Background: an optimization exercise with open tools, aiming at small area, a short achievable clock period and few clock cycles per item. Do not read the settings as production practice.
Where RTL was checked, it was by simulation tests only, not by an equivalence proof against the original.
Power is estimated from default activity; no workload was simulated.

## page_frame_replacement
module page_frame_replacement (
  input  wire                          clk,
  input  wire                          rst_n,
  input  wire                          start,
  output logic                         busy,
  input  wire  [pfr_pkg::AddrBits-1:0] in_virtual_address,
  input  wire                          in_is_write,
  output logic                         out_valid,
  output logic                         out_hit,
  output logic [3:0]                   out_frame,
  output logic                         out_evicted,
  output logic [19:0]                  out_victim_page,
  output logic                         out_victim_dirty,
  input  wire                          cfg_we,
  input  wire                          cfg_index,
  input  wire  [pfr_pkg::CfgBits-1:0]  cfg_data
);
==> module page_frame_replacement, before the edit <==
module page_frame_replacement (
  input  wire                          clk,
  input  wire                          rst_n,
  input  wire                          start,
  output logic                         busy,
  input  wire  [pfr_pkg::AddrBits-1:0] in_virtual_address,
  input  wire                          in_is_write,
  output logic                         out_valid,
  output logic                         out_hit,
  output logic [3:0]                   out_frame,
  output logic                         out_evicted,
  output logic [19:0]                  out_victim_page,
  output logic                         out_victim_dirty,
  input  wire                          cfg_we,
  input  wire                          cfg_index,
  input  wire  [pfr_pkg::CfgBits-1:0]  cfg_data
);
  localparam int F = Frames;
  logic               busy_r;
  logic               policy_r;
  logic [F-1:1]       act_r;    
  logic [IdxBits-1:0] hand_r;
  logic [PageBits-1:0] page_r;
  logic               wr_r;
  logic [F-1:0]       match_r;
  logic [F-1:0] act, st_valid, st_dirty, st_refd, st_match;
  logic [F-1:0] ld, touch, clr;
  logic [PageBits-1:0] st_page [F];
  assign act = {act_r, 1'b1};
  for (genvar g = 0; g < F; g++) begin : g_cell
    pfr_cell u_cell (.clk(clk), .rst_n(rst_n),
                     .cmp_page(in_virtual_address[AddrBits-1:PageShift]),
                     .wr_page(page_r), .act(act[g]), .ld(ld[g]), .touch(touch[g]),
                     .wr(wr_r), .clr_ref(clr[g]),
                     .valid(st_valid[g]), .dirty(st_dirty[g]), .refd(st_refd[g]),
                     .match(st_match[g]), .page(st_page[g]));
  end
  logic accept;
  assign accept = start && !busy_r;
  assign busy = busy_r;
  function automatic logic [F-1:0] lowest(input logic [F-1:0] x);
    logic seen;
    seen = 1'b0;
    for (int i = 0; i < F; i++) begin
      lowest[i] = x[i] && !seen;
      seen = seen || x[i];
    end
  endfunction
  logic [F-1:0] free, fs;
  logic fill;
  assign free = act & ~st_valid;
  assign fs = lowest(free);
  assign fill = |free;
  logic [F-1:0] r [F];
  logic [F-1:0] lv;
  always_comb begin
    for (int i = 0; i < F; i++) begin
      lv[i] = act[i];
      for (int j = 0; j < F; j++) begin
        if (j < i) lv[i] = lv[i] && (!act[j] || r[j][i]);
        else if (j > i) lv[i] = lv[i] && (!act[j] || !r[i][j]);
      end
    end
  end
  logic [F-1:0] hdec, h1, ge, cand, chi, cv, ltv, pass;
  logic [IdxBits-1:0] cv_next;
  always_comb begin
    logic s;
    for (int i = 0; i < F; i++) hdec[i] = (hand_r == IdxBits'(i)) && act[i];
    h1 = hdec;
    h1[0] = !(|hdec[F-1:1]);
    s = 1'b0;
    for (int i = 0; i < F; i++) begin
      s = s || h1[i];
      ge[i] = s;
    end
    cand = act & ~st_refd;
    chi = cand & ge;
    if (|chi) cv = lowest(chi);
    else if (|cand) cv = lowest(cand);
    else cv = h1;
    s = 1'b0;
    for (int i = 0; i < F; i++) begin
      s = s || cv[i];
      ltv[i] = !s;
    end
    if (|chi) pass = ge & ltv;
    else if (|cand) pass = act & (ge | ltv);
    else pass = act;
    cv_next = '0;
    for (int i = 0; i < F - 1; i++)
      if (cv[i] && act[i + 1]) cv_next = IdxBits'(i + 1);
  end
  logic [F-1:0] ldt_r;
  logic evict_r;
  always_ff @(posedge clk) begin
    match_r <= st_match;
    ldt_r <= fill ? fs : (policy_r == PolClock) ? cv : lv;
    evict_r <= !fill;
  end
  logic [F-1:0] hs, sel;
  logic hit, evict;
  assign hs = lowest(match_r);
  assign hit = |match_r;
  assign evict = !hit && evict_r;
  assign sel = hit ? hs : ldt_r;
  assign touch = busy_r ? hs : '0;
  assign ld = (busy_r && !hit) ? ldt_r : '0;
  assign clr = (busy_r && evict && policy_r == PolClock) ? pass : '0;
  for (genvar i = 0; i < F; i++) begin : g_ri
    for (genvar j = i + 1; j < F; j++) begin : g_rj
      always_ff @(posedge clk) begin
        if (touch[i] || ld[i]) r[i][j] <= 1'b1;
        else if (touch[j] || ld[j]) r[i][j] <= 1'b0;
      end
    end
  end
  logic [3:0] sel_idx;
  logic [PageBits-1:0] vpage;
  logic vdirty;
  always_comb begin
    sel_idx = '0;
    vpage = '0;
    for (int i = 0; i < F; i++) begin
      if (sel[i]) sel_idx = sel_idx | 4'(i);
      if (ldt_r[i]) vpage = vpage | st_page[i];
    end
    vdirty = |(ldt_r & st_dirty);
  end
  always_ff @(posedge clk) begin
    if (busy_r) begin
      page_r <= evict ? vpage : '0;
      wr_r <= evict && vdirty;
    end else begin
      page_r <= in_virtual_address[AddrBits-1:PageShift];
      wr_r <= in_is_write;
    end
  end
  assign out_victim_page = page_r;
  assign out_victim_dirty = wr_r;
  always_ff @(posedge clk) begin
    if (!rst_n) begin
      busy_r <= 1'b0; out_valid <= 1'b0;
      policy_r <= PolLru; act_r <= '1; hand_r <= '0;
    end else begin
      busy_r <= accept;
      out_valid <= busy_r;
      if (cfg_we && !busy_r) begin
        if (cfg_index == CfgPolicy) policy_r <= cfg_data[0];
        else for (int i = 1; i < F; i++) act_r[i] <= (cfg_data > CfgBits'(i));
      end
      if (busy_r && evict && policy_r == PolClock) hand_r <= cv_next;
    end
  end
  always_ff @(posedge clk) begin
    out_hit <= hit;
    out_frame <= sel_idx;
    out_evicted <= evict;
  end
endmodule
Settings: LEC_CHECK=0, CAP_MARGIN=20, CORE_MARGIN=2, CORE_UTILIZATION=55, SETUP_SLACK_MARGIN=4.85, SLEW_MARGIN=20; clock period 8.0 ns.
standard.sh (not shown) runs the stock make flow with config.mk's settings and CLKGATE_MAP_FILE= SYNTH_SCRIPT=/design/flow/synth_recipe.tcl, a recipe that flattens the netlist after the stock synthesis.
==> flow/flow/run.sh <==
#!/bin/bash
bash standard.sh MATCH_CELL_FOOTPRINT=0 finish > standard.log 2>&1
Testbench counts at the start, summed over its fixed seeds: cycles 96,048, items 48,000.
==> next run, changes <==
--- a/flow/design.v
+++ b/flow/design.v
@@ -68,7 +68,7 @@
   logic               busy_r;
   logic               policy_r;
   logic [F-1:1]       act_r;    
-  logic [IdxBits-1:0] hand_r;
+  logic [F-1:0]       hge_r;    
   logic [PageBits-1:0] page_r;
   logic               wr_r;
   logic [F-1:0]       match_r;
@@ -111,18 +111,11 @@
       end
     end
   end
-  logic [F-1:0] hdec, h1, ge, cand, chi, cv, ltv, pass;
-  logic [IdxBits-1:0] cv_next;
+  logic [F-1:0] ge, h1, cand, chi, cv, ltv, pass, gt;
   always_comb begin
     logic s;
-    for (int i = 0; i < F; i++) hdec[i] = (hand_r == IdxBits'(i)) && act[i];
-    h1 = hdec;
-    h1[0] = !(|hdec[F-1:1]);
-    s = 1'b0;
-    for (int i = 0; i < F; i++) begin
-      s = s || h1[i];
-      ge[i] = s;
-    end
+    ge = (|(hge_r & act)) ? hge_r : '1;
+    h1 = ge & ~(ge << 1);
     cand = act & ~st_refd;
     chi = cand & ge;
     if (|chi) cv = lowest(chi);
@@ -130,15 +123,13 @@
     else cv = h1;
     s = 1'b0;
     for (int i = 0; i < F; i++) begin
+      gt[i] = s;
       s = s || cv[i];
       ltv[i] = !s;
     end
     if (|chi) pass = ge & ltv;
     else if (|cand) pass = act & (ge | ltv);
     else pass = act;
-    cv_next = '0;
-    for (int i = 0; i < F - 1; i++)
-      if (cv[i] && act[i + 1]) cv_next = IdxBits'(i + 1);
   end
   logic [F-1:0] ldt_r;
   logic evict_r;
@@ -190,7 +181,7 @@
   always_ff @(posedge clk) begin
     if (!rst_n) begin
       busy_r <= 1'b0; out_valid <= 1'b0;
-      policy_r <= PolLru; act_r <= '1; hand_r <= '0;
+      policy_r <= PolLru; act_r <= '1; hge_r <= '1;
     end else begin
       busy_r <= accept;
       out_valid <= busy_r;
@@ -198,7 +189,7 @@
         if (cfg_index == CfgPolicy) policy_r <= cfg_data[0];
         else for (int i = 1; i < F; i++) act_r[i] <= (cfg_data > CfgBits'(i));
       end
-      if (busy_r && evict && policy_r == PolClock) hand_r <= cv_next;
+      if (busy_r && evict && policy_r == PolClock) hge_r <= (|(gt & act)) ? gt : '1;
     end
   end
   always_ff @(posedge clk) begin
Effect: The changed run finished with timing, DRC and antenna clean. Synthesized area went up by 0.41%. Core utilization went up by 9.6 points. Global-route usage went up by 7.9 points. Design area went up by 16%. Wire length went up by 22%. Count of clock-buffer cells in the layout went up by 6. Synthesized cell count went up by 2.3%. Sequential power went up by about 2%. Register-to-register slack loses 0.83 ns. Via count went up by 16%. Setup slack loses 0.83 ns.
For the second run of this note, only the layout was checked, not whether the RTL still works.

static timing again, ports no longer ideal:
The flow's constraints put no driver on any port. The routed layouts listed below were extracted and timed again, unchanged, in two steps. Step 1 sets driving cells, clkbuf_16 on the clock port and buf_2 on the other inputs (assumed; they add their load-dependent delay and slew). Step 2 adds t to the input delays and takes it off the output delays; t is the mean of the earliest and latest rising clock arrival at the registers after step 1. Input paths then give back, and output paths get back, about the clock's delay inside the block. a / b / c = ideal / step 1 / step 2; a / b = the first two.
| run | t, ns | setup slack, ns | worst hold slack (ns) |
|---|---|---|---|
| the first run | 0.706 | 4.809 / 4.805 / 4.146 | 0.458 / 0.458 / 0.458 |
| the second run | 0.698 | 3.980 / 3.980 / 3.980 | 0.450 / 0.450 / 0.450 |
After both steps every run listed still meets setup and hold. The setup slack of the first run, which loses most, moves by -0.004 ns with the drivers and by -0.663 ns with both steps.
